From an optimization exercise on the open Yosys and OpenROAD flow, aimed at small area, a short achievable clock period and few clock cycles; shortcuts taken in it are not production practice. The RTL was checked by simulation tests, not by an equivalence proof against the original design. No activity file was given, so power comes from the tool's default toggle rates.

==> design/flow/design.v <==
module rc4_keystream_gen #(
  parameter int MAX_KEY_LEN = 16,
  parameter int DROP_N      = 0
) (
  input  logic       clk,
  input  logic       rst,
  input  logic       key_valid,
  input  logic [7:0] key_byte,
  input  logic       key_last,
  output logic       key_ready,
  input  logic       rekey,
  output logic       ks_valid,
  input  logic       ks_ready,
  output logic [7:0] ks_byte,
  output logic       ks_active
);
  localparam int            KW       = (MAX_KEY_LEN > 1) ? $clog2(MAX_KEY_LEN) : 1;
  localparam logic [KW-1:0] KIDX_MAX = KW'(MAX_KEY_LEN - 1);
  typedef enum logic [4:0] {
    ST_KEY   = 5'b00001,
    ST_KEY1  = 5'b00010,
    ST_KSA   = 5'b00100,
    ST_TRANS = 5'b01000,
    ST_PRGA  = 5'b10000
  } state_t;
  state_t        state;
  logic          st_key, st_key1, st_ksa, st_trans, st_prga;
  logic [7:0]    sb      [0:255];         
  logic [7:0]    key_mem [0:MAX_KEY_LEN-1];  
  logic [KW:0]   klen;
  logic [KW-1:0] kidx;                    
  logic [KW-1:0] kn;                      
  logic [7:0]    i;                       
  logic [7:0]    a;                       
  logic [7:0]    si;                      
  logic [7:0]    lag;                     
  logic          aligned;                 
  logic          kav;                     
  logic [7:0]    sj_q;                    
  logic [7:0]    si_d;                    
  logic [7:0]    w;                       
  logic          v1;                      
  logic [7:0]    tt;                      
  logic          fwd_i, fwd_j;            
  logic          v2;                      
  logic [2:0]    cnt;                     
  logic [2:0]    tot;                     
  logic          room;                    
  logic [7:0]    e1, e2, e3;              
  logic          key_acc;
  logic          key_end;
  logic          swap;
  logic          init;
  logic [7:0]    sj;                      
  logic [7:0]    sn;                      
  logic [7:0]    kbm1;                    
  logic [KW-1:0] kn_nx, knd;
  logic [7:0]    kdec;                    
  logic          a_is0;
  logic [7:0]    ob;                      
  logic [7:0]    ring_o;
  logic [7:0]    ttn;
  logic          push, pop;
  assign key_acc = key_valid && key_ready && !rekey;
  assign key_end = key_last || (kidx == KIDX_MAX);
  assign st_key   = state[0];
  assign st_key1  = state[1];
  assign st_ksa   = state[2];
  assign st_trans = state[3];
  assign st_prga  = state[4];
  assign init    = st_key || st_key1;
  assign swap    = aligned && ((st_ksa && kav) || (st_prga && room));
  logic [255:0] wr, wrn, tl;
  rc4_dec256 u_dec_a (.x(a),  .en(swap), .all(init), .y(wr), .yn(wrn));
  rc4_rdec256 u_dec_t (.x(tt), .y(tl));
  logic [255:0] sel_j;
  logic [2047:0] rd_j, rd_o;
  for (genvar p = 0; p < 256; p++) begin : g_rd
    assign sel_j[p]       = wr[(p + 255) % 256];
    assign rd_j[p*8 +: 8] = sb[p];
    assign rd_o[p*8 +: 8] = sb[p];
  end
  rc4_rdport u_rd_j (.sel(sel_j), .d(rd_j), .odd(!a[0]), .q(sj));
  rc4_rdport u_rd_o (.sel(tl),    .d(rd_o), .odd(tt[0]), .q(ring_o));
  logic [7:0] sb1;                        
  assign sb1 = ~sb[1];
  assign ob = fwd_i ? si_d : (fwd_j ? sj_q : ring_o);
  assign a_is0 = (a == 8'd0);
  assign sn    = a_is0 ? si : sb1;
  always_comb begin
    if (st_key)
      kn_nx = key_end ? '0 : KW'(1);
    else if (st_ksa && swap)
      kn_nx = (!key_ready && (({1'b0, kn} + 1'b1) == klen)) ? '0 : kn + 1'b1;
    else
      kn_nx = kn;
  end
  assign kdec = key_byte - 8'd1;
  assign knd  = (st_ksa && swap) ? kn_nx : kn;
  logic [7:0] wbus [0:3];
  assign wbus[0] = init ? 8'h00 : ~si;
  assign wbus[1] = init ? 8'hFF : ~si;
  assign wbus[2] = init ? 8'h00 :  si;
  assign wbus[3] = init ? 8'hFF :  si;
  for (genvar p = 0; p < 256; p++) begin : g_sb
    logic [7:0] nx;
    logic [7:0] d;
    if (p == 255) begin : g_last
      assign nx = swap ? sj : sb[0];
    end else begin : g_mid
      assign nx = sb[p + 1];
    end
    for (genvar b = 0; b < 8; b++) begin : g_bit
      localparam int C = 1 - ((((p >> b) & 1) ^ (p & 1)));
      rc4_oai22 u_wr (.a0(wr[p]), .b0(nx[b]),
                      .a1(wrn[p]), .b1(wbus[2 * (p & 1) + C][b]), .y(d[b]));
    end
    always_ff @(posedge clk)
      sb[p] <= d;
  end
  always_ff @(posedge clk) begin
    if (key_acc) begin
      key_mem[kidx] <= kdec;
      if (key_end)
        klen <= {1'b0, kidx} + 1'b1;
    end
  end
  assign pop     = ks_valid && ks_ready;
  assign ttn     = sj_q + w;
  logic [2:0]  tot_np, tot_p, cnt_np, cnt_p;
  assign tot_np = tot + {2'b0, swap && st_prga} - {2'b0, v2 && !push};
  assign tot_p  = tot_np - 3'd1;
  assign cnt_np = cnt + {2'b0, push};
  assign cnt_p  = cnt_np - 3'd1;
  logic [7:0]  f_np [0:3];                
  logic [7:0]  f_p  [0:2];                
  always_comb begin
    f_np[0] = (push && cnt == 3'd0) ? ob : ks_byte;
    f_np[1] = (push && cnt == 3'd1) ? ob : e1;
    f_np[2] = (push && cnt == 3'd2) ? ob : e2;
    f_np[3] = (push && cnt == 3'd3) ? ob : e3;
    f_p[0]  = (push && cnt == 3'd1) ? ob : e1;
    f_p[1]  = (push && cnt == 3'd2) ? ob : e2;
    f_p[2]  = (push && cnt == 3'd3) ? ob : e3;
  end
  logic [15:0] drop_cnt;
  if (DROP_N > 0) begin : g_drop
    assign push = v2 && (drop_cnt == 16'(DROP_N));
  end else begin : g_nodrop
    assign push = v2;
  end
  always_ff @(posedge clk or posedge rst) begin
    if (rst) begin
      state     <= ST_KEY;
      key_ready <= 1'b1;
      ks_active <= 1'b0;
      ks_valid  <= 1'b0;
      kidx      <= '0;
      v1        <= 1'b0;
      v2        <= 1'b0;
      cnt       <= 3'd0;
      tot       <= 3'd0;
      room      <= 1'b1;
    end else if (rekey) begin
      state     <= ST_KEY;
      key_ready <= 1'b1;
      ks_active <= 1'b0;
      ks_valid  <= 1'b0;
      kidx      <= '0;
      v1        <= 1'b0;
      v2        <= 1'b0;
      cnt       <= 3'd0;
      tot       <= 3'd0;
      room      <= 1'b1;
    end else begin
      if (key_acc) begin
        if (key_end)
          key_ready <= 1'b0;
        kidx <= kidx + 1'b1;
      end
      if (st_key && key_acc)
        state <= ST_KEY1;
      if (st_key1)
        state <= ST_KSA;
      if (st_ksa && swap && i == 8'hFF)
        state <= ST_TRANS;
      if (st_trans) begin
        ks_active <= 1'b1;
        state     <= ST_PRGA;
      end
      v1       <= swap && st_prga;
      v2       <= v1;
      cnt      <= pop ? cnt_p : cnt_np;
      tot      <= pop ? tot_p : tot_np;
      room     <= pop ? (tot_p <= 3'd3) : (tot_np <= 3'd3);
      ks_valid <= pop ? (cnt_p != 3'd0) : (cnt_np != 3'd0);
    end
  end
  always_ff @(posedge clk) begin
    kn   <= kn_nx;
    kav  <= !(key_ready && !(key_acc && key_end)) ||
            ({1'b0, kn_nx} < ({1'b0, kidx} + {{KW{1'b0}}, key_acc}));
    kbm1 <= (st_trans || st_prga) ? 8'hFF :
            (key_acc && (kidx == knd)) ? kdec : key_mem[knd];
    if (st_key) begin
        a   <= kdec;
        i   <= 8'd0;
        si  <= 8'd0;
        lag <= 8'd0;
        aligned <= 1'b1;
    end
    if (st_trans) begin
        si       <= sb1;
        a        <= sb1 - 8'd2;
        i        <= 8'd1;
        lag      <= 8'd0;
        aligned  <= 1'b1;
        drop_cnt <= 16'd0;
    end
    if (st_ksa || st_prga) begin
      if (swap) begin
        a  <= a_is0 ? si + kbm1 : a + sb1 + kbm1;
        si <= sn;
        i  <= i + 8'd1;
      end else begin
        lag     <= lag - 8'd1;
        aligned <= (lag == 8'd1);
      end
    end
    sj_q <= sj;
    si_d <= si;
    w    <= si - i - 8'd2;
    tt    <= ttn;
    fwd_i <= swap && (ttn == 8'd255);
    fwd_j <= swap && (ttn == a);
    if (DROP_N > 0 && v2 && !push)
      drop_cnt <= drop_cnt + 16'd1;
    ks_byte <= pop ? f_p[0] : f_np[0];
    e1      <= pop ? f_p[1] : f_np[1];
    e2      <= pop ? f_p[2] : f_np[2];
    e3      <= f_np[3];
  end
endmodule
module rc4_dec256 (
  input  logic [7:0]   x,
  input  logic         en,
  input  logic         all,
  output logic [255:0] y,
  output logic [255:0] yn
);
  logic [15:0] lo_n, hi_n;
  rc4_pdec16a u_lo (.x(x[3:0]), .all(all), .yn(lo_n));
  rc4_pdec16g u_hi (.x(x[7:4]), .en(en), .all(all), .yn(hi_n));
  for (genvar p = 0; p < 256; p++) begin : g_p
    rc4_nor2 u_y  (.a(lo_n[p % 16]), .b(hi_n[p / 16]), .y(y[p]));
    rc4_inv  u_yn (.a(y[p]), .y(yn[p]));
  end
endmodule
module rc4_rdec256 (
  input  logic [7:0]   x,
  output logic [255:0] y
);
  logic [15:0] lo_n, hi_n;
  rc4_pdec16 u_lo (.x(x[3:0]), .yn(lo_n));
  rc4_pdec16 u_hi (.x(x[7:4]), .yn(hi_n));
  for (genvar p = 0; p < 256; p++) begin : g_p
    rc4_nor2 u_y (.a(lo_n[p % 16]), .b(hi_n[p / 16]), .y(y[p]));
  end
endmodule
module rc4_pdec16 (
  input  logic [3:0]  x,
  output logic [15:0] yn
);
  for (genvar k = 0; k < 16; k++) begin : g_k
    assign yn[k] = !(x == 4'(k));
  end
endmodule
module rc4_pdec16a (
  input  logic [3:0]  x,
  input  logic        all,
  output logic [15:0] yn
);
  for (genvar k = 0; k < 16; k++) begin : g_k
    assign yn[k] = !(all || x == 4'(k));
  end
endmodule
module rc4_pdec16g (
  input  logic [3:0]  x,
  input  logic        en,
  input  logic        all,
  output logic [15:0] yn
);
  for (genvar k = 0; k < 16; k++) begin : g_k
    assign yn[k] = !(all || (en && x == 4'(k)));
  end
endmodule
module rc4_rdport (
  input  logic [255:0]  sel,
  input  logic [2047:0] d,
  input  logic          odd,
  output logic [7:0]    q
);
  for (genvar b = 0; b < 8; b++) begin : g_b
    logic [1:0] h;
    for (genvar s = 0; s < 2; s++) begin : g_half
      logic [42:0] t;
      for (genvar g = 0; g < 42; g++) begin : g_g
        rc4_aoi222 u_t (
          .a0(sel[6*g+s]),     .b0(d[(6*g+s)*8+b]),
          .a1(sel[6*g+2+s]),   .b1(d[(6*g+2+s)*8+b]),
          .a2(sel[6*g+4+s]),   .b2(d[(6*g+4+s)*8+b]),
          .y(t[g]));
      end
      rc4_aoi22 u_t42 (
        .a0(sel[252+s]), .b0(d[(252+s)*8+b]),
        .a1(sel[254+s]), .b1(d[(254+s)*8+b]),
        .y(t[42]));
      rc4_nand43 u_or (.a(t), .y(h[s]));
    end
    assign q[b] = odd ? !h[1] : h[0];
  end
endmodule
module rc4_nand43 (input logic [42:0] a, output logic y);
  logic [10:0] o1;
  logic [3:0]  o2n;
  for (genvar k = 0; k < 10; k++) begin : g_l1
    rc4_nand4 u (.a(a[4*k]), .b(a[4*k+1]), .c(a[4*k+2]), .d(a[4*k+3]), .y(o1[k]));
  end
  rc4_nand3 u_l1x (.a(a[40]), .b(a[41]), .c(a[42]), .y(o1[10]));
  rc4_nor3 u_l2a (.a(o1[0]), .b(o1[1]), .c(o1[2]),  .y(o2n[0]));
  rc4_nor3 u_l2b (.a(o1[3]), .b(o1[4]), .c(o1[5]),  .y(o2n[1]));
  rc4_nor3 u_l2c (.a(o1[6]), .b(o1[7]), .c(o1[8]),  .y(o2n[2]));
  rc4_nor2 u_l2d (.a(o1[9]), .b(o1[10]), .y(o2n[3]));
  rc4_nand4 u_l3 (.a(o2n[0]), .b(o2n[1]), .c(o2n[2]), .d(o2n[3]), .y(y));
endmodule
module rc4_nand4 (input logic a, b, c, d, output logic y);
  assign y = !(a && b && c && d);
endmodule
module rc4_nand3 (input logic a, b, c, output logic y);
  assign y = !(a && b && c);
endmodule
module rc4_nor3 (input logic a, b, c, output logic y);
  assign y = !(a || b || c);
endmodule
module rc4_aoi222 (
  input  logic a0, b0, a1, b1, a2, b2,
  output logic y
);
  assign y = !((a0 && b0) || (a1 && b1) || (a2 && b2));
endmodule
module rc4_aoi22 (
  input  logic a0, b0, a1, b1,
  output logic y
);
  assign y = !((a0 && b0) || (a1 && b1));
endmodule
module rc4_oai22 (
  input  logic a0, b0, a1, b1,
  output logic y
);
  assign y = !((a0 || b0) && (a1 || b1));
endmodule
module rc4_nor2 (input logic a, b, output logic y);
  assign y = !(a || b);
endmodule
module rc4_inv (input logic a, output logic y);
  assign y = !a;
endmodule
==> design/flow/run.sh <==
#!/bin/bash
# synth_recipe.tcl (not shown) runs the flow's synth.tcl, then flattens the netlist and writes it again
# the make line also repeats each setting of config.mk as NAME=value (left out here)
make -C /OpenROAD-flow-scripts/flow DESIGN_CONFIG=/design/flow/config.mk WORK_HOME=/design/flow/orfs CLKGATE_MAP_FILE= SYNTH_SCRIPT=/design/flow/synth_recipe.tcl finish
==> design/flow/config.mk <==
export PLATFORM = sky130hd
export DESIGN_NAME = rc4_keystream_gen
export DESIGN_NICKNAME = rc4_keystream_gen
export VERILOG_FILES = /design/flow/design.v
export SDC_FILE = /design/flow/constraint.sdc
export NUM_CORES = 4
export LEC_CHECK = 0
export CAP_MARGIN = 20
export CELL_PAD_IN_SITES_DETAIL_PLACEMENT = 1
export CELL_PAD_IN_SITES_GLOBAL_PLACEMENT = 1
export CORE_MARGIN = 2
export CORE_UTILIZATION = 30
export CTS_BUF_LIST = sky130_fd_sc_hd__clkbuf_8 sky130_fd_sc_hd__clkbuf_16
export CTS_CLUSTER_DIAMETER = 80
export CTS_CLUSTER_SIZE = 24
export PLACE_DENSITY = 0.5
export SLEW_MARGIN = 20
export SYNTH_HIERARCHICAL = 1
==> design/flow/constraint.sdc <==
create_clock -name core_clock -period 15.0 [get_ports {clk}]
set_input_delay 3.0000 -clock core_clock [delete_from_list [all_inputs] [get_ports {clk}]]
set_output_delay 3.0000 -clock core_clock [all_outputs]
set_load 0.01 [all_outputs]
==> key figures, run 1 <==
Floorplan
  – Core footprint: a little under 300000 µm²
  – Die W: about 540 µm
  – Top Ports: 25
  – Die area: 297000 µm²
  – Cell row count: around 200
  – Die height: 545.0 µm
  – Initial core utilization: a little under a third

Pwr
  – Power Density: about 210 nW/µm²
  – Leakage: roughly 0.035 µW
  – Peak supply drop: around 0.12 mV

CTS
  – Post-CTS Hold Fix Bufs: 0
  – Post-CTS setup buffers: 0
  – Root Driver: clkbuf_16
  – Number of clock sinks: approximately 2300
  – CTS tree: done
  – CTS Buf Count: ~150
  – Htree depth: 4
  – Clock-pin slew on the worst setup and hold paths: roughly 110 ps
  – Post-CTS Resized: 0
  – Clock latency (worst-skew pair): roughly 920 ps
  – CTS Buffer Depth: 4

Synth
  – Leading area contributor after synthesis: dfxtp_1
  – Post-synth ARST share: 0.9075%
  – Net Count, Synth: between 8000 and 9000
  – Gate Count Post-Synth: between 8000 and 9000
  – Register area share after synthesis: a little over half
  – Register bit total from synthesis: roughly 2300
  – Synth warnings: 15
  – Unique masters post-synth: between 70 and 80
  – Dominant synthesized flop cell: dfxtp_1
  – Dominant cells by area after synthesis: dfxtp_1 49%, a222oi_1 15%, o22ai_1 15%
  – Cell Area, Synth: around 88000 µm²
  – Synthesized area per cell: about 11 µm²
  – Top cell type's share of synthesized area: between 40% and 50%
  – Post-synth EDFFs: approximately 150

Layout
  – Final #Nets: around 8700
  – Area taken by multi-input logic gates: 38780 µm²
  – Top flop regs: sb (2048), key_mem (128)
  – Most flops, register: sb
  – Area grow syn2layout: 14.95%
  – Filler cells: 32060
  – Final cell count without fillers: ~13000
  – Reg area: 47920 µm²
  – Largest register FFs: between 2000 and 2500
  – Share of post-route cells with drive strength above 1: under 10%
  – Post-route cell area: roughly 100000 µm²

Timing
  – Fin. Hold Viols: 0
  – Slew Limit Fails: 0
  – Slew @ Worst Pin: 1284 ps
  – Max Freq: 0.1559 GHz
  – Final worst slack: 8586 ps
  – Fin Setup TNS: 0 ps
  – Tcrit/Tclk final: between 40% and 50%
  – Fin crit period: 6414 ps
  – RSZ-0062 raised after global routing: false
  – Clock Skew: around 73 ps
  – # setup viols final: 0
  – Relative slew slack: between 10% and 20%

Route
  – Via count: between 90000 and 100k
  – Wirelength, routed: approximately 530 mm
  – Drt wl/cell: approximately 42 µm
  – DRT Pass-1 Iters: 14
  – Via density: just over 7
  – Post-route ant nets: 0
  – Initial DRC Count: about 20000
  – Residual DRC: 0

Setup path
  – CP arrival: around 7200 ps
  – Crit path launch type: flop
  – Critical Path, Cell by Cell: or4b_2 -> buf_4 -> nor2_1 -> a222oi_1 -> nand4_1 -> nor3_2 -> nand4_1 -> inv_1 -> mux2i_1 -> mux2i_1 -> o21ai_0 -> mux2_2 -> nand2_1 -> o21ai_0
  – CP Data Required Time: around 16000 ps
  – Top delay family on crit path: simple AND/OR/NAND/NOR gates
  – R2R Setup Slk: around 8600 ps
  – Crit path capture type: flop
  – Crit Path Class: reg -> reg
  – Worst path slowest cell: dfxtp_1
  – Bufs and invs on worst path: 2
  – Slowest stage delay, CP: 810 ps
  – Maximum fanout along the worst path: 16

Flow run
  – Max Cap Viol: 0

Placement
  – Pre-CTS setup slack: around 8700 ps
  – # port buffers: 24
  – Gp weighted congestion: 1.094
  – Inst Count DP: 12340
  – Cell Area, Placed: 95790 µm²
  – Final HPWL DP: ~370 mm

GRT
  – Met1 Use GR: between 40% and 50%
  – Met2 Use GR: about half
  – GR peak layer: met2
  – GR Util met3: under 10%
  – Grt total ovfl: 0
  – First-pass GRT wire length: ~720 mm
  – Antenna violations before repair: 34
  – GRT Total Usage: 34.19%
  – Vias in the first global route: 85990
  – Largest net degree at the start of global routing: 63

Worst hold path
  – Min-delay worst type: reg -> reg

Status
  – Status: no timing/DRC/antenna violations
## routing by layer
metal  share of wire (%)  up-vias
li1                    -    36720
met1                  40    46560
met2                  42     6524
met3                  11     1434
met4                 7.2       20
met5               0.035        -
## through the flow
step           hold WS [ps]  utilization, %  total power, µW
2_1_floorplan         418.5               -            12800
3_3_place_gp          444.9           32.85            16390
3_5_place_dp          455.0           32.91            16500
4_1_cts               454.7           34.62            21100
5_1_grt               472.9           34.65            22010
6_report              460.6           34.67            21510
## power by group
part,internal (µW),leakage [µW],switching (µW)
registers,8220,0.0197,2210
clock network,2070,0.00247,2570
logic,2100,0.0126,4340
total,12400,0.0347,9120
## worst paths after layout
check,end,startpoint,depth (start not counted)
max in group asynchronous,cnt[0],rst,2
max,e1[3],tt[1],14
min reg2reg,sb[73][1],sb[74][1],1
min,sb[73][1],sb[74][1],1
max reg2reg,e1[3],tt[1],14
min in group asynchronous,kidx[3],rst,2
## cells by family (layout without fill, tap and decap cells)
kind of cell	count (synthesis)	count (layout)	share of synthesized area [%]
flops	2314	2314	54.59
fa+ha+maj	69	69	1.077
simple gates	1524	1524	8.954
mux	54	54	0.6270
other cells	0	24	0
compound gates	3683	3683	32.20
xor+xnor	68	68	0.6783
buf+inv	422	989	1.883
## area by class of cell
type                    count  share of cell area (%)
multi-input cells        5398                   38.42
clock buffers             156                   3.834
repair buffers            371                   2.871
clock inverters           102                   1.116
inverters                 360                   1.377
well taps                3900                   4.835
diodes                     24                 0.05951
flip-flops and latches   2314                   47.48
## cell usage after synthesis, types with 49 or more instances
cell type	number
o22ai_1	2048
nand4_1	372
ha_1	58
edfxtp_1	149
o21ai_0	78
a21oi_1	70
nand3_1	99
nor3_2	97
xnor2_1	49
inv_1	359
nor2_1	623
a222oi_1	1344
nand2_1	220
dfxtp_1	2144
## modules after synthesis, one instance, submodules excluded, a selection
| module | area, µm² | copies in the design |
|---|---|---|
| rc4_aoi22 | 12.51 | 32 |
| rc4_inv | 3.754 | 256 |
| rc4_keystream_gen | 53890 | 1 |
| rc4_nand3 | 5.005 | 32 |
| rc4_nand4 | 6.256 | 352 |
| rc4_oai22 | 6.256 | 2048 |
| rc4_pdec16a | 140.1 | 1 |
| rc4_pdec16g | 163.9 | 1 |
| rc4_rdport | 121.4 | 2 |
## cells in the final DEF, fill, tap and decap left out, types with 20 or more instances in the layout
cell / n
mux2i_1: 46
buf_4: 339
inv_1: 358
ha_1: 58
a22oi_2: 32
nor3_2: 97
nand3_1: 99
inv_6: 20
a222oi_1: 1344
a21oi_1: 58
o21ai_0: 77
nor2_2: 28
xnor2_1: 48
nand2_1: 212
nand4_1: 372
dfxtp_1: 2144
o22ai_1: 2048
diode_2: 24
clkdlybuf4s50_1: 24
edfxtp_1: 149
clkbuf_16: 153
nor2_1: 589
Testbench counts, summed over its fixed seeds: cycles 32,961.
==> run 2: changes to the inputs <==
--- a/design/flow/design.v
+++ b/design/flow/design.v
@@ -68,10 +68,15 @@
   assign st_ksa   = state[2];
   assign st_trans = state[3];
   assign st_prga  = state[4];
-  assign init    = st_key || st_key1;
-  assign swap    = aligned && ((st_ksa && kav) || (st_prga && room));
+  logic swap_n;
+  logic aligned_nx, room_nx, kav_nx, st_ksa_nx, st_prga_nx, swap_nx;
+  assign aligned_nx = st_key || st_trans ||
+                      (((st_ksa || st_prga) && !swap) ? (lag == 8'd1) : aligned);
+  assign st_ksa_nx  = st_key1 || (st_ksa && !(swap && i == 8'hFF));
+  assign st_prga_nx = st_trans || st_prga;
+  assign swap_nx    = aligned_nx && ((st_ksa_nx && kav_nx) || (st_prga_nx && room_nx));
   logic [255:0] wr, wrn, tl;
-  rc4_dec256 u_dec_a (.x(a),  .en(swap), .all(init), .y(wr), .yn(wrn));
+  rc4_dec256 u_dec_a (.x(a),  .enn(swap_n), .all(init), .y(wr), .yn(wrn));
   rc4_rdec256 u_dec_t (.x(tt), .y(tl));
   logic [255:0] sel_j;
   logic [2047:0] rd_j, rd_o;
@@ -96,6 +101,8 @@
       kn_nx = kn;
   end
   assign kdec = key_byte - 8'd1;
+  assign kav_nx = !(key_ready && !(key_acc && key_end)) ||
+                  ({1'b0, kn_nx} < ({1'b0, kidx} + {{KW{1'b0}}, key_acc}));
   assign knd  = (st_ksa && swap) ? kn_nx : kn;
   logic [7:0] wbus [0:3];
   assign wbus[0] = init ? 8'h00 : ~si;
@@ -127,6 +134,7 @@
   end
   assign pop     = ks_valid && ks_ready;
   assign ttn     = sj_q + w;
+  assign room_nx = pop ? (tot_p <= 3'd3) : (tot_np <= 3'd3);
   logic [2:0]  tot_np, tot_p, cnt_np, cnt_p;
   assign tot_np = tot + {2'b0, swap && st_prga} - {2'b0, v2 && !push};
   assign tot_p  = tot_np - 3'd1;
@@ -161,6 +169,9 @@
       cnt       <= 3'd0;
       tot       <= 3'd0;
       room      <= 1'b1;
+      swap      <= 1'b0;
+      swap_n    <= 1'b1;
+      init      <= 1'b1;
     end else if (rekey) begin
       state     <= ST_KEY;
       key_ready <= 1'b1;
@@ -172,6 +183,9 @@
       cnt       <= 3'd0;
       tot       <= 3'd0;
       room      <= 1'b1;
+      swap      <= 1'b0;
+      swap_n    <= 1'b1;
+      init      <= 1'b1;
     end else begin
       if (key_acc) begin
         if (key_end)
@@ -192,14 +206,17 @@
       v2       <= v1;
       cnt      <= pop ? cnt_p : cnt_np;
       tot      <= pop ? tot_p : tot_np;
-      room     <= pop ? (tot_p <= 3'd3) : (tot_np <= 3'd3);
+      room     <= room_nx;
+      swap     <= swap_nx;
+      init     <= st_key;                 
+      swap_n   <= !swap_nx;
       ks_valid <= pop ? (cnt_p != 3'd0) : (cnt_np != 3'd0);
     end
   end
   always_ff @(posedge clk) begin
-    kn   <= kn_nx;
-    kav  <= !(key_ready && !(key_acc && key_end)) ||
-            ({1'b0, kn_nx} < ({1'b0, kidx} + {{KW{1'b0}}, key_acc}));
+    kn      <= kn_nx;
+    aligned <= aligned_nx;
+    kav  <= kav_nx;
     kbm1 <= (st_trans || st_prga) ? 8'hFF :
             (key_acc && (kidx == knd)) ? kdec : key_mem[knd];
     if (st_key) begin
@@ -207,14 +224,12 @@
         i   <= 8'd0;
         si  <= 8'd0;
         lag <= 8'd0;
-        aligned <= 1'b1;
     end
     if (st_trans) begin
         si       <= sb1;
         a        <= sb1 - 8'd2;
         i        <= 8'd1;
         lag      <= 8'd0;
-        aligned  <= 1'b1;
         drop_cnt <= 16'd0;
     end
     if (st_ksa || st_prga) begin
@@ -224,7 +239,6 @@
         i  <= i + 8'd1;
       end else begin
         lag     <= lag - 8'd1;
-        aligned <= (lag == 8'd1);
       end
     end
     sj_q <= sj;
@@ -243,14 +257,14 @@
 endmodule
 module rc4_dec256 (
   input  logic [7:0]   x,
-  input  logic         en,
+  input  logic         enn,
   input  logic         all,
   output logic [255:0] y,
   output logic [255:0] yn
 );
   logic [15:0] lo_n, hi_n;
   rc4_pdec16a u_lo (.x(x[3:0]), .all(all), .yn(lo_n));
-  rc4_pdec16g u_hi (.x(x[7:4]), .en(en), .all(all), .yn(hi_n));
+  rc4_pdec16g u_hi (.x(x[7:4]), .enn(enn), .all(all), .yn(hi_n));
   for (genvar p = 0; p < 256; p++) begin : g_p
     rc4_nor2 u_y  (.a(lo_n[p % 16]), .b(hi_n[p / 16]), .y(y[p]));
     rc4_inv  u_yn (.a(y[p]), .y(yn[p]));
@@ -286,12 +300,12 @@
 endmodule
 module rc4_pdec16g (
   input  logic [3:0]  x,
-  input  logic        en,
+  input  logic        enn,
   input  logic        all,
   output logic [15:0] yn
 );
   for (genvar k = 0; k < 16; k++) begin : g_k
-    assign yn[k] = !(all || (en && x == 4'(k)));
+    assign yn[k] = !(all || (!enn && x == 4'(k)));
   end
 endmodule
 module rc4_rdport (
==> key figures, run 2 <==
Status
  – Status: no timing/DRC/antenna violations

Layout
  – Final #Nets: around 8600
  – Filler cells: about 32000
  – Area grow syn2layout: 15.56%
  – Post-route cell area: around 100000 µm²
  – Most flops, register: sb
  – Largest register FFs: around 2000
  – Commonest non-fill, non-tap cells in the layout: 2143 x dfxtp_1, 2074 x o22ai_1, 1344 x a222oi_1
  – Top flop regs: sb (2048), key_mem (128)
  – Commonest non-fill, non-tap cell in the layout: dfxtp_1
  – Share of post-route cells with drive strength above 1: about a tenth

Synth
  – Most frequent cells after synthesis: 2143 x dfxtp_1, 2074 x o22ai_1, 1344 x a222oi_1
  – Mux contribution to synthesized area: under 10%
  – Post-Synth XOR/XNOR Area: less than 1%
  – Post-synth EDFFs: around 150
  – Unique masters post-synth: 81
  – Cell Area, Synth: 87840 µm²
  – Synth warnings: 15
  – Synthesized area per cell: 10.94 µm²
  – Post-Synth Adder-Cell Area: ~1.1%
  – Net Count, Synth: just over 8000
  – Fraction of the mapped netlist area in compound gates: between 30% and 40%
  – Leading area contributor after synthesis: dfxtp_1
  – Top cell type's share of synthesized area: about 49%
  – Register area share after synthesis: approximately 55%
  – Post-synth ARST share: less than 1%
  – Dominant synthesized flop cell: dfxtp_1
  – Largest family of logic cells by synthesized area: compound AO/OA/AOI/OAI gates
  – Gate Count Post-Synth: 8032
  – Top-count cell post-synth: dfxtp_1
  – Register bit total from synthesis: 2315
  – Dominant cells by area after synthesis: dfxtp_1 49%, a222oi_1 15%, o22ai_1 15%
  – Post-Synth Simple-Gate Area: under 10%

Setup path
  – CP arrival: between 7000 and 8000 ps
  – Crit Path Class: reg -> reg
  – Crit path capture type: flop
  – CP Data Required Time: about 16000 ps
  – Crit path launch type: flop
  – Maximum fanout along the worst path: 16

Route
  – Via density: ~7.3
  – Initial DRC Count: 20830
  – Via count: ~92000
  – Post-route ant nets: 0
  – Wirelength, routed: roughly 570 mm
  – Drt wl/cell: about 46 µm
  – DRT Pass-1 Iters: 14
  – Residual DRC: 0

Timing
  – Clock Skew: a little under 40 ps
  – Fin Setup TNS: 0 ps
  – Relative slew slack: between 10% and 20%
  – Slew Limit Fails: 0
  – Fin crit period: between 6000 and 7000 ps
  – Max Freq: 0.1616 GHz
  – Slew @ Worst Pin: between 1000 and 1500 ps
  – Tcrit/Tclk final: between 40% and 50%
  – Fin. Hold Viols: 0
  – RSZ-0062 raised after global routing: false
  – # setup viols final: 0

Floorplan
  – Core footprint: approximately 290000 µm²
  – Die area: 297100 µm²
  – Die W: ~550 µm
  – Cell row count: slightly below 200
  – Initial core utilization: 30.18%
  – Top Ports: 25
  – Die height: ~550 µm

CTS
  – Root Driver: clkbuf_16
  – CTS tree: done
  – Number of clock sinks: between 2000 and 2500
  – CTS Buf Count: 152
  – Post-CTS setup buffers: 0
  – Clock latency (worst-skew pair): approximately 900 ps
  – Post-CTS Resized: 0
  – CTS Buffer Depth: 4
  – Htree depth: 4
  – Post-CTS Hold Fix Bufs: 0
  – Clock-pin slew on the worst setup and hold paths: roughly 90 ps

GRT
  – Grt total ovfl: 0
  – Vias in the first global route: 86260
  – Largest net degree at the start of global routing: 95
  – First-pass GRT wire length: a little under 800 mm
  – GRT Total Usage: a little over a third
  – Antenna violations before repair: 43

Worst hold path
  – Min-delay worst type: reg -> reg

Pwr
  – Tot Pwr: between 15000 and 20000 µW
  – Leakage: 0.03559 µW
  – Peak supply drop: 0.08926 mV
  – Power Density: ~170 nW/µm²

Flow run
  – Max Cap Viol: 0

Placement
  – Cell Area, Placed: between 90000 and 100000 µm²
  – Final HPWL DP: 410.4 mm
  – # port buffers: 24
  – Gp weighted congestion: between 1 and 1.5
## run 2: cell types whose count changed in the layout (fill, tap and decap cells not counted), sizes merged, moves of 9 or more
cell	delta
nand2	-149
mux2i	+53
nand3	-42
buf	+41
o22ai	+26
a32oi	-16
nor2	+16
nand4	-14
a211oi	-9
a21oi	-9
clkbuf	+9
## run 2: worst max-delay path, stage by stage, from the launching register on
cell      delay (ps)
dfxtp_1          540
nand4_1          790
buf_4            760
nor2_1           370
a222oi_1         960
nand4_1          530
nor3_2           740
nand4_1          220
mux2i_1          340
mux2i_1          160
o21a_1           220
o21ai_0          230
nor2_1            70
a21oi_1          130
## run 2: area by class of cell
| cell class | count | area [µm²] | area share (%) |
|---|---|---|---|
| multi-input cells | 5305 | 38840 | 38.26 |
| repair buffers | 413 | 3237 | 3.189 |
| flip-flops and latches | 2315 | 47960 | 47.25 |
| clock buffers | 164 | 3991 | 3.932 |
| clock inverters | 99 | 1187 | 1.170 |
| inverters | 353 | 1359 | 1.339 |
| diodes | 23 | 57.56 | 0.05670 |
| well taps | 3900 | 4880 | 4.807 |
## run 2: per-module statistics from Yosys (local to each module, per instance), excerpt
module             flops+latches  copies in the design  cell area (µm²)  cells
rc4_aoi22                      0                    32            12.51      1
rc4_inv                        0                   256            3.754      1
rc4_pdec16g                    0                     1            175.2     28
rc4_oai22                      0                  2048            6.256      1
rc4_nand4                      0                   352            6.256      1
rc4_nor2                       0                   544            3.754      1
rc4_aoi222                     0                  1344            10.01      1
rc4_keystream_gen           2315                     1            53920   3203
rc4_nand3                      0                    32            5.005      1
rc4_nor3                       0                    96            10.01      1
rc4_rdport                     0                     2            121.4     17
rc4_pdec16                     0                     2            186.4     20
rc4_pdec16a                    0                     1            140.1     23
## run 2: logic make-up (layout without fill, tap and decap cells)
logic type / count (synthesis) / after routing
AO/OA/AOI/OAI: 3695 / 3695
XOR/XNOR: 66 / 66
adder cells (fa/ha/maj): 69 / 69
buffers and inverters: 412 / 1029
flip-flops: 2315 / 2315
multiplexers: 115 / 115
other: 0 / 23
AND/OR/NAND/NOR: 1360 / 1360
## run 2: path summary, 6_finish.rpt
path                             from         end  slack, ps  cells past startpoint
hold reg to reg            sb[245][7]  sb[244][7]        470                      1
max in group asynchronous         rst    state[0]      12070                      3
hold / removal             sb[245][7]  sb[244][7]        470                      1
setup / recovery                tt[3]       e2[6]       8810                     13
setup reg to reg                tt[3]       e2[6]       8810                     13
min in group asynchronous         rst      tot[2]       2520                      3
## run 2: per-layer routing
| layer | global-route usage (%) | vias up | part of all wire [%] |
|---|---|---|---|
| met4 | 19.30 | 33 | 6.2 |
| met5 | 0 | - | 0.044 |
| met1 | 49.75 | 47780 | 41 |
| met2 | 53.62 | 6629 | 42 |
| li1 | - | 36500 | - |
| met3 | 8.430 | 1243 | 11 |
## run 2: power breakdown
part           internal (µW)  leakage, µW  total, µW  switching [µW]
registers               7290       0.0196       8530            1240
logic                   1290       0.0135       4230            2950
clock network           2140      0.00254       4740            2600
total                  10700       0.0356      17500            6790
## run 2: stage by stage
stage	cells	hold slack (ps)	utilization (%)	worst slack, ps
2_1_floorplan	8032	412.0	-	9975
3_5_place_dp	12280	457.4	33.06	8950
3_3_place_gp	12280	450.9	33.02	8960
6_report	12570	473.1	34.87	8813
5_1_grt	12550	484.8	34.86	8913
4_1_cts	12550	468.9	34.84	9312
Testbench counts of run 2, summed over its fixed seeds: cycles 32,961.
==> run 3: changes to the inputs <==
--- a/design/flow/design.v
+++ b/design/flow/design.v
@@ -43,10 +43,12 @@
   logic [7:0]    tt;                      
   logic          fwd_i, fwd_j;            
   logic          v2;                      
+  logic          v3;                      
+  logic [7:0]    obq;                     
   logic [2:0]    cnt;                     
   logic [2:0]    tot;                     
   logic          room;                    
-  logic [7:0]    e1, e2, e3;              
+  logic [7:0]    e1, e2, e3, e4;          
   logic          key_acc;
   logic          key_end;
   logic          swap;
@@ -134,28 +136,30 @@
   end
   assign pop     = ks_valid && ks_ready;
   assign ttn     = sj_q + w;
-  assign room_nx = pop ? (tot_p <= 3'd3) : (tot_np <= 3'd3);
+  assign room_nx = pop ? (tot_p <= 3'd4) : (tot_np <= 3'd4);
   logic [2:0]  tot_np, tot_p, cnt_np, cnt_p;
-  assign tot_np = tot + {2'b0, swap && st_prga} - {2'b0, v2 && !push};
+  assign tot_np = tot + {2'b0, swap && st_prga} - {2'b0, v3 && !push};
   assign tot_p  = tot_np - 3'd1;
   assign cnt_np = cnt + {2'b0, push};
   assign cnt_p  = cnt_np - 3'd1;
-  logic [7:0]  f_np [0:3];                
-  logic [7:0]  f_p  [0:2];                
+  logic [7:0]  f_np [0:4];                
+  logic [7:0]  f_p  [0:3];                
   always_comb begin
-    f_np[0] = (push && cnt == 3'd0) ? ob : ks_byte;
-    f_np[1] = (push && cnt == 3'd1) ? ob : e1;
-    f_np[2] = (push && cnt == 3'd2) ? ob : e2;
-    f_np[3] = (push && cnt == 3'd3) ? ob : e3;
-    f_p[0]  = (push && cnt == 3'd1) ? ob : e1;
-    f_p[1]  = (push && cnt == 3'd2) ? ob : e2;
-    f_p[2]  = (push && cnt == 3'd3) ? ob : e3;
+    f_np[0] = (push && cnt == 3'd0) ? obq : ks_byte;
+    f_np[1] = (push && cnt == 3'd1) ? obq : e1;
+    f_np[2] = (push && cnt == 3'd2) ? obq : e2;
+    f_np[3] = (push && cnt == 3'd3) ? obq : e3;
+    f_np[4] = (push && cnt == 3'd4) ? obq : e4;
+    f_p[0]  = (push && cnt == 3'd1) ? obq : e1;
+    f_p[1]  = (push && cnt == 3'd2) ? obq : e2;
+    f_p[2]  = (push && cnt == 3'd3) ? obq : e3;
+    f_p[3]  = (push && cnt == 3'd4) ? obq : e4;
   end
   logic [15:0] drop_cnt;
   if (DROP_N > 0) begin : g_drop
-    assign push = v2 && (drop_cnt == 16'(DROP_N));
+    assign push = v3 && (drop_cnt == 16'(DROP_N));
   end else begin : g_nodrop
-    assign push = v2;
+    assign push = v3;
   end
   always_ff @(posedge clk or posedge rst) begin
     if (rst) begin
@@ -166,6 +170,7 @@
       kidx      <= '0;
       v1        <= 1'b0;
       v2        <= 1'b0;
+      v3        <= 1'b0;
       cnt       <= 3'd0;
       tot       <= 3'd0;
       room      <= 1'b1;
@@ -180,6 +185,7 @@
       kidx      <= '0;
       v1        <= 1'b0;
       v2        <= 1'b0;
+      v3        <= 1'b0;
       cnt       <= 3'd0;
       tot       <= 3'd0;
       room      <= 1'b1;
@@ -204,6 +210,7 @@
       end
       v1       <= swap && st_prga;
       v2       <= v1;
+      v3       <= v2;
       cnt      <= pop ? cnt_p : cnt_np;
       tot      <= pop ? tot_p : tot_np;
       room     <= room_nx;
@@ -247,12 +254,14 @@
     tt    <= ttn;
     fwd_i <= swap && (ttn == 8'd255);
     fwd_j <= swap && (ttn == a);
-    if (DROP_N > 0 && v2 && !push)
+    obq <= ob;
+    if (DROP_N > 0 && v3 && !push)
       drop_cnt <= drop_cnt + 16'd1;
     ks_byte <= pop ? f_p[0] : f_np[0];
     e1      <= pop ? f_p[1] : f_np[1];
     e2      <= pop ? f_p[2] : f_np[2];
-    e3      <= f_np[3];
+    e3      <= pop ? f_p[3] : f_np[3];
+    e4      <= f_np[4];
   end
 endmodule
 module rc4_dec256 (
==> key figures, run 3 <==
Route
  – DRT Pass-1 Iters: 14
  – Drt wl/cell: about 43 µm
  – Via count: between 90000 and 100k
  – Wirelength, routed: 542.1 mm
  – Initial DRC Count: 18810
  – Post-route ant nets: 0
  – Via density: ~7.3
  – Residual DRC: 0

Synth
  – Synthesized area per cell: approximately 11 µm²
  – Most frequent cells after synthesis: 2159 x dfxtp_1, 2058 x o22ai_1, 1352 x a222oi_1
  – Top cell type's share of synthesized area: about half
  – Post-synth EDFFs: about 150
  – Leading area contributor after synthesis: dfxtp_1
  – Cell Area, Synth: 88550 µm²
  – Dominant cells by area after synthesis: dfxtp_1 49%, a222oi_1 15%, o22ai_1 15%
  – Synth warnings: 15
  – Dominant synthesized flop cell: dfxtp_1
  – Post-synth ARST share: under 10%
  – Register area share after synthesis: a little over half
  – Register bit total from synthesis: approximately 2300
  – Top-count cell post-synth: dfxtp_1
  – Gate Count Post-Synth: 8132
  – Unique masters post-synth: 82
  – Net Count, Synth: around 8200

Timing
  – Final worst slack: between 9000 and 10000 ps
  – # setup viols final: 0
  – Fin Setup TNS: 0 ps
  – Fin. Hold Viols: 0
  – Clock Skew: 63.85 ps
  – Max Freq: around 0.17 GHz
  – Slew Limit Fails: 0
  – Tcrit/Tclk final: a little under two fifths
  – Slew @ Worst Pin: roughly 1200 ps
  – Relative slew slack: 17.11%
  – Hold slack: roughly 450 ps
  – RSZ-0062 raised after global routing: false
  – Fin crit period: between 5000 and 6000 ps

Pwr
  – Switching part of the total: roughly 36%
  – Peak supply drop: 0.09598 mV
  – Tot Pwr: 15710 µW
  – Power Density: approximately 150 nW/µm²
  – Sequential Power Share: between 50% and 60%
  – Psw: between 5000 and 6000 µW
  – Clock Power Share: 30.6%
  – Internal: 10120 µW
  – Leakage: ~0.036 µW
  – Comb pwr share: 19.2%

Placement
  – Pre-CTS setup slack: 8903 ps
  – Final HPWL DP: between 300 and 400 mm
  – Gp weighted congestion: around 1.0
  – # port buffers: 24

CTS
  – Clock latency (worst-skew pair): about 910 ps
  – Number of clock sinks: approximately 2300
  – Root Driver: clkbuf_16
  – CTS Buffer Depth: 4
  – Post-CTS Hold Fix Bufs: 0
  – CTS tree: done
  – Post-CTS Resized: 0
  – CTS Buf Count: about 150
  – Post-CTS setup buffers: 0
  – Htree depth: 4
  – Clock-pin slew on the worst setup and hold paths: approximately 80 ps

Setup path
  – CP Data Required Time: around 16000 ps
  – Crit Path Class: reg -> reg
  – Maximum fanout along the worst path: 16
  – CP arrival: around 6500 ps
  – Crit path capture type: flop
  – Crit path launch type: flop

Floorplan
  – Die W: between 500 and 600 µm
  – Die height: ~550 µm
  – Die area: 299500 µm²
  – Core footprint: 293800 µm²
  – Top Ports: 25
  – Cell row count: 199
  – Initial core utilization: a little under a third

Layout
  – Reg area: between 40000 and 50000 µm²
  – Final #Nets: approximately 8700
  – Top flop regs: sb (2048), key_mem (128)
  – Commonest non-fill, non-tap cells in the layout: 2156 x dfxtp_1, 2058 x o22ai_1, 1352 x a222oi_1
  – Filler cells: roughly 32000
  – Area taken by multi-input logic gates: between 30000 and 40000 µm²
  – Commonest non-fill, non-tap cell in the layout: dfxtp_1
  – Share of post-route cells with drive strength above 1: between 10 and 15%
  – Most flops, register: sb
  – Area grow syn2layout: 15.15%
  – Util after Layout: 34.71%
  – Largest register FFs: just over 2000

GRT
  – Grt total ovfl: 0
  – Antenna violations before repair: 24
  – Largest net degree at the start of global routing: between 60 and 70
  – GRT Total Usage: 34.37%
  – First-pass GRT wire length: between 700 and 800 mm
  – Vias in the first global route: about 86000

Worst hold path
  – Min-delay worst type: reg -> reg

Status
  – Status: no timing/DRC/antenna violations

Flow run
  – Max Cap Viol: 0
## run 3: changes by cell type in the layout (fill, tap and decap cells not counted), sizes merged, moves of 13 or more
cell,before,now
a21oi,65,91
o22ai,2074,2058
and2,20,4
nor2,640,627
mux2i,99,63
buf,388,352
nand2,71,94
inv,404,419
nor2b,12,26
nand3,57,89
dfxtp,2143,2159
## run 3: per-module statistics from Yosys, one instance, submodules excluded, a selection
| module | cell area (µm²) | times used | cells |
|---|---|---|---|
| rc4_nand3 | 5.005 | 32 | 1 |
| rc4_nand4 | 6.256 | 352 | 1 |
| rc4_keystream_gen | 54630 | 1 | 3303 |
| rc4_oai22 | 6.256 | 2048 | 1 |
| rc4_aoi22 | 12.51 | 32 | 1 |
| rc4_inv | 3.754 | 256 | 1 |
| rc4_rdport | 121.4 | 2 | 17 |
| rc4_aoi222 | 10.01 | 1344 | 1 |
## run 3: metal layers
metal | global-route usage, % | up-vias | share of wire (%) | routed length, µm
met5 | 0 | - | 0.021 | 115
met4 | 17.59 | 16 | 5.9 | 32230
met3 | 7.253 | 1152 | 11 | 57650
met2 | 51.04 | 6349 | 42 | 228100
met1 | 46.84 | 47400 | 41 | 223900
li1 | - | 36820 | - | -
## run 3: critical path, stage by stage, from the launching register on
cell,delay (ps)
dfxtp_1,780
nand4b_1,560
buf_4,680
nor2_1,310
a222oi_1,1010
nand4_1,460
nor3_2,580
nand4_1,220
mux2i_1,450
mux2i_1,230
o21ai_0,280
## run 3: final timing paths
check,from,to,slack [ps],depth (start not counted)
worst max-delay path,tt[3],obq[3],9270,10
worst min-delay path,si_d[7],obq[7],450,2
worst max register to register,tt[3],obq[3],9270,10
worst min register to register,si_d[7],obq[7],450,2
max in group asynchronous,rst,swap,11810,2
min in group asynchronous,rst,v1,2630,2
## run 3: through the flow
step           std cells  cell area, µm²
2_1_floorplan       8132           88550
3_3_place_gp       12350           96540
3_5_place_dp       12360           96630
4_1_cts            12620          101900
5_1_grt            12630          101900
6_report           12640          102000
## run 3: cell families after synthesis
| family | count (synthesis) | synth area share (%) |
|---|---|---|
| AOI/OAI and AO/OA | 3727 | 32.30 |
| muxes | 85 | 1.000 |
| buffers and inverters | 436 | 1.961 |
| adders and majority gates | 69 | 1.068 |
| xor gates and xnor gates | 71 | 0.7107 |
| and+or+nand+nor | 1412 | 8.418 |
| DFF | 2332 | 54.54 |
## run 3: power groups by stage
stage	sequential, µW	combinational [µW]	clock [µW]
4_1_cts	7840	2880	4880
6_report	7880	3010	4810
3_5_place_dp	7970	2870	0
3_3_place_gp	7960	2840	0
2_1_floorplan	7590	1540	0
5_1_grt	7950	3070	5100
## run 3: cell type report
type | count | share of cell area [%]
Clock buffer | 166 | 3.985
Tap cell | 3919 | 4.809
Inverter | 366 | 1.383
Clock inverter | 101 | 1.194
Timing Repair Buffer | 376 | 2.879
Multi-Input combinational cell | 5364 | 38.34
Sequential cell | 2332 | 47.38
Antenna cell | 14 | 0.03436
Testbench counts of run 3, summed over its fixed seeds: cycles 33,009.
==> run 4: changes to the inputs <==
--- a/design/flow/design.v
+++ b/design/flow/design.v
@@ -70,7 +70,6 @@
   assign st_ksa   = state[2];
   assign st_trans = state[3];
   assign st_prga  = state[4];
-  logic swap_n;
   logic aligned_nx, room_nx, kav_nx, st_ksa_nx, st_prga_nx, swap_nx;
   assign aligned_nx = st_key || st_trans ||
                       (((st_ksa || st_prga) && !swap) ? (lag == 8'd1) : aligned);
@@ -78,8 +77,10 @@
   assign st_prga_nx = st_trans || st_prga;
   assign swap_nx    = aligned_nx && ((st_ksa_nx && kav_nx) || (st_prga_nx && room_nx));
   logic [255:0] wr, wrn, tl;
-  rc4_dec256 u_dec_a (.x(a),  .enn(swap_n), .all(init), .y(wr), .yn(wrn));
-  rc4_rdec256 u_dec_t (.x(tt), .y(tl));
+  logic [15:0] alo_n, ahi_n, tlo_n, thi_n;
+  logic [7:0]  a_nx;
+  rc4_dec256 u_dec_a (.lo_n(alo_n), .hi_n(ahi_n), .y(wr), .yn(wrn));
+  rc4_rdec256 u_dec_t (.lo_n(tlo_n), .hi_n(thi_n), .y(tl));
   logic [255:0] sel_j;
   logic [2047:0] rd_j, rd_o;
   for (genvar p = 0; p < 256; p++) begin : g_rd
@@ -93,6 +94,15 @@
   assign sb1 = ~sb[1];
   assign ob = fwd_i ? si_d : (fwd_j ? sj_q : ring_o);
   assign a_is0 = (a == 8'd0);
+  always_comb begin
+    a_nx = a;
+    if (st_key)
+      a_nx = kdec;
+    else if (st_trans)
+      a_nx = sb1 - 8'd2;
+    else if ((st_ksa || st_prga) && swap)
+      a_nx = a_is0 ? si + kbm1 : a + sb1 + kbm1;
+  end
   assign sn    = a_is0 ? si : sb1;
   always_comb begin
     if (st_key)
@@ -103,8 +113,8 @@
       kn_nx = kn;
   end
   assign kdec = key_byte - 8'd1;
-  assign kav_nx = !(key_ready && !(key_acc && key_end)) ||
-                  ({1'b0, kn_nx} < ({1'b0, kidx} + {{KW{1'b0}}, key_acc}));
+  assign kav_nx = key_acc ? (key_end || ({1'b0, kn_nx} <= {1'b0, kidx}))
+                          : (!key_ready || ({1'b0, kn_nx} < {1'b0, kidx}));
   assign knd  = (st_ksa && swap) ? kn_nx : kn;
   logic [7:0] wbus [0:3];
   assign wbus[0] = init ? 8'h00 : ~si;
@@ -175,7 +185,6 @@
       tot       <= 3'd0;
       room      <= 1'b1;
       swap      <= 1'b0;
-      swap_n    <= 1'b1;
       init      <= 1'b1;
     end else if (rekey) begin
       state     <= ST_KEY;
@@ -190,7 +199,6 @@
       tot       <= 3'd0;
       room      <= 1'b1;
       swap      <= 1'b0;
-      swap_n    <= 1'b1;
       init      <= 1'b1;
     end else begin
       if (key_acc) begin
@@ -216,32 +224,35 @@
       room     <= room_nx;
       swap     <= swap_nx;
       init     <= st_key;                 
-      swap_n   <= !swap_nx;
       ks_valid <= pop ? (cnt_p != 3'd0) : (cnt_np != 3'd0);
     end
   end
   always_ff @(posedge clk) begin
     kn      <= kn_nx;
+    a       <= a_nx;
+    for (int k = 0; k < 16; k++) begin
+      alo_n[k] <= !(rekey || st_key || a_nx[3:0] == 4'(k));
+      ahi_n[k] <= !(rekey || st_key || (!rekey && swap_nx && a_nx[7:4] == 4'(k)));
+      tlo_n[k] <= !(ttn[3:0] == 4'(k));
+      thi_n[k] <= !(ttn[7:4] == 4'(k));
+    end
     aligned <= aligned_nx;
     kav  <= kav_nx;
     kbm1 <= (st_trans || st_prga) ? 8'hFF :
             (key_acc && (kidx == knd)) ? kdec : key_mem[knd];
     if (st_key) begin
-        a   <= kdec;
         i   <= 8'd0;
         si  <= 8'd0;
         lag <= 8'd0;
     end
     if (st_trans) begin
         si       <= sb1;
-        a        <= sb1 - 8'd2;
         i        <= 8'd1;
         lag      <= 8'd0;
         drop_cnt <= 16'd0;
     end
     if (st_ksa || st_prga) begin
       if (swap) begin
-        a  <= a_is0 ? si + kbm1 : a + sb1 + kbm1;
         si <= sn;
         i  <= i + 8'd1;
       end else begin
@@ -265,58 +276,25 @@
   end
 endmodule
 module rc4_dec256 (
-  input  logic [7:0]   x,
-  input  logic         enn,
-  input  logic         all,
+  input  logic [15:0]  lo_n,
+  input  logic [15:0]  hi_n,
   output logic [255:0] y,
   output logic [255:0] yn
 );
-  logic [15:0] lo_n, hi_n;
-  rc4_pdec16a u_lo (.x(x[3:0]), .all(all), .yn(lo_n));
-  rc4_pdec16g u_hi (.x(x[7:4]), .enn(enn), .all(all), .yn(hi_n));
   for (genvar p = 0; p < 256; p++) begin : g_p
     rc4_nor2 u_y  (.a(lo_n[p % 16]), .b(hi_n[p / 16]), .y(y[p]));
     rc4_inv  u_yn (.a(y[p]), .y(yn[p]));
   end
 endmodule
 module rc4_rdec256 (
-  input  logic [7:0]   x,
+  input  logic [15:0]  lo_n,
+  input  logic [15:0]  hi_n,
   output logic [255:0] y
 );
-  logic [15:0] lo_n, hi_n;
-  rc4_pdec16 u_lo (.x(x[3:0]), .yn(lo_n));
-  rc4_pdec16 u_hi (.x(x[7:4]), .yn(hi_n));
   for (genvar p = 0; p < 256; p++) begin : g_p
     rc4_nor2 u_y (.a(lo_n[p % 16]), .b(hi_n[p / 16]), .y(y[p]));
   end
 endmodule
-module rc4_pdec16 (
-  input  logic [3:0]  x,
-  output logic [15:0] yn
-);
-  for (genvar k = 0; k < 16; k++) begin : g_k
-    assign yn[k] = !(x == 4'(k));
-  end
-endmodule
-module rc4_pdec16a (
-  input  logic [3:0]  x,
-  input  logic        all,
-  output logic [15:0] yn
-);
-  for (genvar k = 0; k < 16; k++) begin : g_k
-    assign yn[k] = !(all || x == 4'(k));
-  end
-endmodule
-module rc4_pdec16g (
-  input  logic [3:0]  x,
-  input  logic        enn,
-  input  logic        all,
-  output logic [15:0] yn
-);
-  for (genvar k = 0; k < 16; k++) begin : g_k
-    assign yn[k] = !(all || (!enn && x == 4'(k)));
-  end
-endmodule
 module rc4_rdport (
   input  logic [255:0]  sel,
   input  logic [2047:0] d,
==> key figures, run 4 <==
GRT
  – Met2 Use GR: between 50% and 60%
  – GRT Total Usage: between 30 and 40%
  – Antenna violations before repair: 27
  – Largest net degree at the start of global routing: just under 50
  – GR Util met3: approximately 8.2%
  – First-pass GRT wire length: ~740 mm
  – GR peak layer: met2
  – Vias in the first global route: approximately 87000
  – Grt total ovfl: 0
  – Met1 Use GR: 46.57%

Synth
  – Post-synth EDFFs: between 100 and 150
  – Post-Synth Simple-Gate Area: between 8 and 9%
  – Top-count cell post-synth: dfxtp_1
  – Mux contribution to synthesized area: less than 1%
  – Top cell type's share of synthesized area: between 40 and 50%
  – Leading area contributor after synthesis: dfxtp_1
  – Unique masters post-synth: 83
  – Cell Area, Synth: roughly 90000 µm²
  – Net Count, Synth: about 8300
  – Post-Synth Adder-Cell Area: 1.036%
  – Synthesized area per cell: ~11 µm²
  – Register area share after synthesis: 54.97%
  – Synth warnings: 15
  – Dominant cells by area after synthesis: dfxtp_1 49%, a222oi_1 15%, o22ai_1 14%
  – Post-Synth XOR/XNOR Area: less than 1%
  – Register bit total from synthesis: between 2000 and 2500
  – Fraction of the mapped netlist area in compound gates: 32.57%
  – Most frequent cells after synthesis: 2216 x dfxtp_1, 2065 x o22ai_1, 1344 x a222oi_1
  – Dominant synthesized flop cell: dfxtp_1
  – Gate Count Post-Synth: between 8000 and 9000
  – Largest family of logic cells by synthesized area: compound AO/OA/AOI/OAI gates
  – Post-synth ARST share: less than 1%

CTS
  – Clock-pin slew on the worst setup and hold paths: roughly 100 ps
  – Number of clock sinks: 2388
  – Post-CTS Hold Fix Bufs: 0
  – Post-CTS setup buffers: 0
  – CTS tree: done
  – Post-CTS Resized: 0
  – Root Driver: clkbuf_16
  – Clock latency (worst-skew pair): roughly 910 ps
  – Htree depth: 4
  – CTS Buffer Depth: 4
  – CTS Buf Count: 154

Timing
  – Fin. Hold Viols: 0
  – Hold slack: about 440 ps
  – Slew Limit Fails: 0
  – Relative slew slack: 18.25%
  – Clock Skew: 58.98 ps
  – # setup viols final: 0
  – Slew @ Worst Pin: about 1200 ps
  – Max Freq: 0.1872 GHz
  – Fin crit period: between 5000 and 6000 ps
  – RSZ-0062 raised after global routing: false
  – Fin Setup TNS: 0 ps
  – Tcrit/Tclk final: a little over a third

Pwr
  – Leakage: approximately 0.036 µW
  – Peak supply drop: ~0.10 mV
  – Power Density: between 150 and 200 nW/µm²

Setup path
  – Crit path capture type: flop
  – Crit Path Class: in -> reg
  – Reg2Reg Depth: 10
  – Maximum fanout along the worst path: 18
  – Crit path launch type: input pin
  – CP Data Required Time: around 16000 ps
  – Worst r2r dst: obq[0]
  – CP arrival: 6110 ps
  – Reg2reg start: tlo_n[2]
  – R2R Setup Slk: between 9000 and 10000 ps

Placement
  – # port buffers: 24
  – Final HPWL DP: around 380 mm
  – Gp weighted congestion: 1.044

Layout
  – Area grow syn2layout: 14.58%
  – Final #Nets: between 8000 and 9000
  – Share of post-route cells with drive strength above 1: under 10%
  – Largest register FFs: ~2000
  – Top flop regs: sb (2048), key_mem (128)
  – Commonest non-fill, non-tap cell in the layout: dfxtp_1
  – Commonest non-fill, non-tap cells in the layout: 2184 x dfxtp_1, 2065 x o22ai_1, 1344 x a222oi_1
  – Most flops, register: sb

Floorplan
  – Die W: between 500 and 600 µm
  – Top Ports: 25
  – Core footprint: about 300000 µm²
  – Die area: roughly 300000 µm²
  – Initial core utilization: a little under a third
  – Cell row count: 200
  – Die height: roughly 550 µm

Worst hold path
  – WHS Endpoint: obq[7]
  – Hold path cells: 2
  – Hold wc startpoint: si_d[7]
  – Min-delay worst type: reg -> reg

Flow run
  – Max Cap Viol: 0

Route
  – Initial DRC Count: 18370
  – Wirelength, routed: ~540 mm
  – Drt wl/cell: approximately 43 µm
  – Residual DRC: 0
  – Via density: 7.189
  – Via count: 91630
  – Post-route ant nets: 0
  – DRT Pass-1 Iters: 11

Status
  – Status: no timing/DRC/antenna violations
==> run 4: cell count changes in the layout (fill, tap and decap cells not counted), moves of 15 or more <==
cell / change
o21ai_0: -25
nand3_1: -24
and2_1: +17
nand2_1: +50
dfxtp_1: +28
dfxtp_4: +15
a31oi_1: +21
mux2i_1: -17
o21a_1: +45
a2111oi_0: +33
==> run 4: modules after synthesis (local to each module, per instance), excerpt <==
module             flops+latches  area, µm²  times used
rc4_keystream_gen           2388      56660           1
rc4_nor2                       0      3.754         544
rc4_aoi222                     0      10.01        1344
rc4_inv                        0      3.754         256
rc4_nand4                      0      6.256         352
rc4_nand3                      0      5.005          32
rc4_oai22                      0      6.256        2048
==> run 4: area by class of cell <==
cell class / instances / area [µm²]
Antenna cell: 20 / 50.05
Clock buffer: 163 / 4011
Clock inverter: 97 / 1285
Fill cell: 32660 / 194500
Inverter: 357 / 1373
Multi-Input combinational cell: 5422 / 39080
Sequential cell: 2388 / 49490
Tap cell: 3939 / 4928
Timing Repair Buffer: 360 / 2770
==> run 4: logic make-up after synthesis <==
kind of cell	Yosys count
flops	2388
buf+inv	428
simple gates	1415
compound gates	3800
mux	70
xor+xnor	69
fa+ha+maj	68
==> run 4: worst max-delay path by stage <==
stage	from	endpoint	slack, ps	cells past startpoint
detailed placement	key_byte[0]	ahi_n[1]	8670	10
CTS	key_byte[0]	ahi_n[11]	9630	10
finish	key_byte[0]	ahi_n[11]	9660	10
floorplan	key_byte[2]	ahi_n[10]	9880	8
global route	key_byte[0]	ahi_n[11]	9450	10
global placement	key_byte[0]	ahi_n[8]	8780	10
==> run 4: where the power goes <==
group / switching (µW) / total (µW) / internal, µW
Combinational: 2770 / 4020 / 1250
Sequential: 1380 / 8900 / 7520
Clock: 2680 / 4900 / 2220
==> run 4: stage by stage <==
| step | instances | cell area, µm² | setup slack (ps) | total power (µW) | util, % |
|---|---|---|---|---|---|
| 4_1_cts | 12720 | 102800 | 9628 | 17610 | 34.56 |
| 2_1_floorplan | 8238 | 89890 | 9881 | 10430 | - |
| 6_report | 12750 | 103000 | 9659 | 17820 | 34.62 |
| 3_5_place_dp | 12460 | 97530 | 8669 | 12770 | 32.78 |
| 3_3_place_gp | 12460 | 97510 | 8782 | 12710 | 32.77 |
| 5_1_grt | 12730 | 102900 | 9449 | 18270 | 34.60 |
==> run 4: metal layers <==
| layer | vias up | share of wire, % |
|---|---|---|
| li1 | 37160 | - |
| met1 | 47350 | 42 |
| met2 | 6014 | 42 |
| met3 | 1100 | 11 |
| met4 | 12 | 6.0 |
| met5 | - | 0.018 |
==> run 4: worst max-delay path: stages <==
cell	delay, ps
clkdlybuf4s50_1	540
inv_1	580
ha_1	360
nor3b_1	330
xor2_2	100
buf_4	230
nand2_1	150
nand2_1	140
o31ai_1	520
a21oi_1	150
Testbench counts of run 4, summed over its fixed seeds: cycles 33,009.
==> run 5: changes to the inputs <==
--- a/design/flow/config.mk
+++ b/design/flow/config.mk
@@ -9,10 +9,10 @@
 export CELL_PAD_IN_SITES_DETAIL_PLACEMENT = 1
 export CELL_PAD_IN_SITES_GLOBAL_PLACEMENT = 1
 export CORE_MARGIN = 2
-export CORE_UTILIZATION = 30
+export CORE_UTILIZATION = 34
 export CTS_BUF_LIST = sky130_fd_sc_hd__clkbuf_8 sky130_fd_sc_hd__clkbuf_16
 export CTS_CLUSTER_DIAMETER = 80
 export CTS_CLUSTER_SIZE = 24
-export PLACE_DENSITY = 0.5
+export PLACE_DENSITY = 0.55
 export SLEW_MARGIN = 20
 export SYNTH_HIERARCHICAL = 1
==> key figures, run 5 <==
Synth
  – Synthesized area per cell: between 10 and 15 µm²
  – Leading area contributor after synthesis: dfxtp_1
  – Register bit total from synthesis: between 2000 and 2500
  – Synth warnings: 15
  – Dominant synthesized flop cell: dfxtp_1
  – Most frequent cells after synthesis: 2216 x dfxtp_1, 2065 x o22ai_1, 1344 x a222oi_1
  – Net Count, Synth: ~8300
  – Unique masters post-synth: 83
  – Dominant cells by area after synthesis: dfxtp_1 49%, a222oi_1 15%, o22ai_1 14%
  – Register area share after synthesis: 54.97%
  – Top-count cell post-synth: dfxtp_1
  – Post-synth EDFFs: approximately 150
  – Cell Area, Synth: approximately 90000 µm²
  – Post-synth ARST share: less than 1%
  – Top cell type's share of synthesized area: 49.35%
  – Gate Count Post-Synth: slightly above 8000

Setup path
  – CP Data Required Time: ~16000 ps
  – Top delay family on crit path: buffers and inverters
  – Worst path slowest cell: xnor2_4
  – Crit Path Class: in -> reg
  – Critical path depth: 9
  – Reg2reg start: alo_n[7]
  – Crit path capture type: flop
  – CP Launch Point: key_byte[0]
  – Slowest stage delay, CP: between 500 and 600 ps
  – Crit path launch type: input pin
  – Reg2Reg Depth: 11
  – Maximum fanout along the worst path: 18
  – R2R Setup Slk: approximately 10000 ps
  – Bufs and invs on worst path: 2
  – CP arrival: between 6000 and 7000 ps
  – Critical Path, Cell by Cell: clkdlybuf4s50_1 -> inv_1 -> ha_1 -> nand2_1 -> xnor2_4 -> a21o_1 -> o31ai_2 -> o31ai_1 -> a21oi_1

CTS
  – CTS Buf Count: 148
  – Root Driver: clkbuf_16
  – Htree depth: 4
  – CTS Buffer Depth: 3
  – Post-CTS Resized: 0
  – Post-CTS setup buffers: 0
  – Clock-pin slew on the worst setup and hold paths: approximately 100 ps
  – Number of clock sinks: around 2400
  – Post-CTS Hold Fix Bufs: 0
  – CTS tree: done
  – Clock latency (worst-skew pair): between 800 and 900 ps

Timing
  – Tcrit/Tclk final: a little over a third
  – Max Freq: 0.1852 GHz
  – Slew Limit Fails: 0
  – Relative slew slack: 10.97%
  – Fin Setup TNS: 0 ps
  – RSZ-0062 raised after global routing: false
  – Hold slack: around 430 ps
  – Fin crit period: approximately 5400 ps
  – Fin. Hold Viols: 0
  – # setup viols final: 0
  – Slew @ Worst Pin: around 1300 ps
  – Clock Skew: between 30 and 40 ps

Pwr
  – Psw: approximately 6700 µW
  – Internal: approximately 11000 µW
  – Clock Power Share: between 20% and 30%
  – Sequential Power Share: approximately half
  – Leakage: ~0.036 µW
  – Peak supply drop: between 0.1 and 0.15 mV
  – Power Density: 172.2 nW/µm²
  – Comb pwr share: between 20% and 30%
  – Tot Pwr: around 18000 µW
  – Switching part of the total: 37.90%

Status
  – Status: no timing/DRC/antenna violations

Layout
  – Most flops, register: sb
  – Commonest non-fill, non-tap cells in the layout: 2184 x dfxtp_1, 2065 x o22ai_1, 1344 x a222oi_1
  – Area grow syn2layout: 13.88%
  – Share of post-route cells with drive strength above 1: under 10%
  – Final cell count without fillers: approximately 12000
  – Filler cells: 28600
  – Commonest non-fill, non-tap cell in the layout: dfxtp_1
  – Top flop regs: sb (2048), key_mem (128)
  – Final #Nets: around 8800
  – Area taken by multi-input logic gates: about 40000 µm²
  – Largest register FFs: 2048
  – Reg area: between 40000 and 50000 µm²

Floorplan
  – Cell row count: 188
  – Die height: slightly above 500 µm
  – Initial core utilization: roughly a third
  – Die W: 518.2 µm
  – Top Ports: 25
  – Core footprint: 262700 µm²
  – Die area: about 270000 µm²

Placement
  – Inst Count DP: 12040
  – Final HPWL DP: about 370 mm
  – Gp weighted congestion: 1.061
  – # port buffers: 24

Route
  – Initial DRC Count: a little under 20000
  – Residual DRC: 0
  – Drt wl/cell: between 40 and 50 µm
  – DRT Pass-1 Iters: 11
  – Via density: roughly 7.4
  – Post-route ant nets: 0
  – Via count: approximately 90000
  – Wirelength, routed: ~520 mm

Worst hold path
  – Hold path cells: 2
  – Min-delay worst type: reg -> reg
  – Hold wc startpoint: si_d[3]

GRT
  – Grt total ovfl: 0
  – Antenna violations before repair: 24
  – First-pass GRT wire length: between 700 and 800 mm
  – Largest net degree at the start of global routing: 52
  – Vias in the first global route: 86110
  – GRT Total Usage: a little under two fifths

Flow run
  – Max Cap Viol: 0
run 5: worst paths after layout:
check	endpoint
worst max-delay path	ahi_n[3]
worst min-delay path	obq[3]
worst max register to register	sb[255][6]
worst min register to register	obq[3]
max in group asynchronous	state[1]
min in group asynchronous	kidx[1]
run 5: final cells by class:
class | instances | area share, %
sequential | 2388 | 48.33
clock buffer | 162 | 3.850
multi-input combinational | 5422 | 38.17
inverter | 357 | 1.341
antenna | 17 | 0.04156
timing repair buffer | 363 | 2.721
tap | 3515 | 4.296
clock inverter | 102 | 1.245
run 5: worst min-delay path, stage by stage (launching register included):
cell	delay, ps
dfxtp_1	320
nand2_1	40
o21ai_0	60
run 5: power by group through the flow:
stage / logic, µW / clock network [µW] / registers [µW]
final: 3990 / 4790 / 8850
after global routing: 4070 / 5080 / 8930
after CTS: 3810 / 4840 / 8770
after detailed placement: 3790 / 0 / 8900
after global placement: 3730 / 0 / 8880
after floorplan: 2100 / 0 / 8330
run 5: metrics by stage:
| step | util, % | instance area, µm² | setup WS [ps] |
|---|---|---|---|
| after floorplan | - | 89890 | 9881 |
| after global placement | 36.92 | 97000 | 8384 |
| after detailed placement | 36.93 | 97030 | 8644 |
| after CTS | 38.92 | 102300 | 9534 |
| after global routing | 38.95 | 102300 | 9332 |
| final | 38.96 | 102400 | 9601 |
run 5: metal layers:
layer  vias up  track usage [%]  wire (µm)
li1      37170                -          -
met1     47190            50.31     214800
met2      6266            52.98     216200
met3      1186            9.263      58920
met4        16            20.98      34560
met5         -                0        125
run 5: per-module statistics from Yosys, one instance, submodules excluded, a selection:
module	cell area, µm²	times used
rc4_keystream_gen	56660	1
rc4_rdport	121.4	2
rc4_aoi222	10.01	1344
rc4_oai22	6.256	2048
rc4_nand4	6.256	352
rc4_nand3	5.005	32
rc4_inv	3.754	256
rc4_nor2	3.754	544
run 5: cell families (layout without fill, tap and decap cells):
family | after synthesis | count (layout) | synth area share (%)
AO/OA/AOI/OAI | 3800 | 3800 | 32.57
flip-flops | 2388 | 2388 | 54.97
AND/OR/NAND/NOR | 1415 | 1415 | 8.031
buffers and inverters | 428 | 984 | 1.871
multiplexers | 70 | 70 | 0.8129
XOR/XNOR | 69 | 69 | 0.7099
adder cells (fa/ha/maj) | 68 | 68 | 1.036
other | 0 | 17 | 0

Check on run 5: ideal ports give 9.601 ns setup slack; a clkbuf_16 on the clock port and buf_2 on the inputs give 9.669 ns; moving port delays by the midpoint clock arrival (0.955 ns) as well gives 8.715 ns.
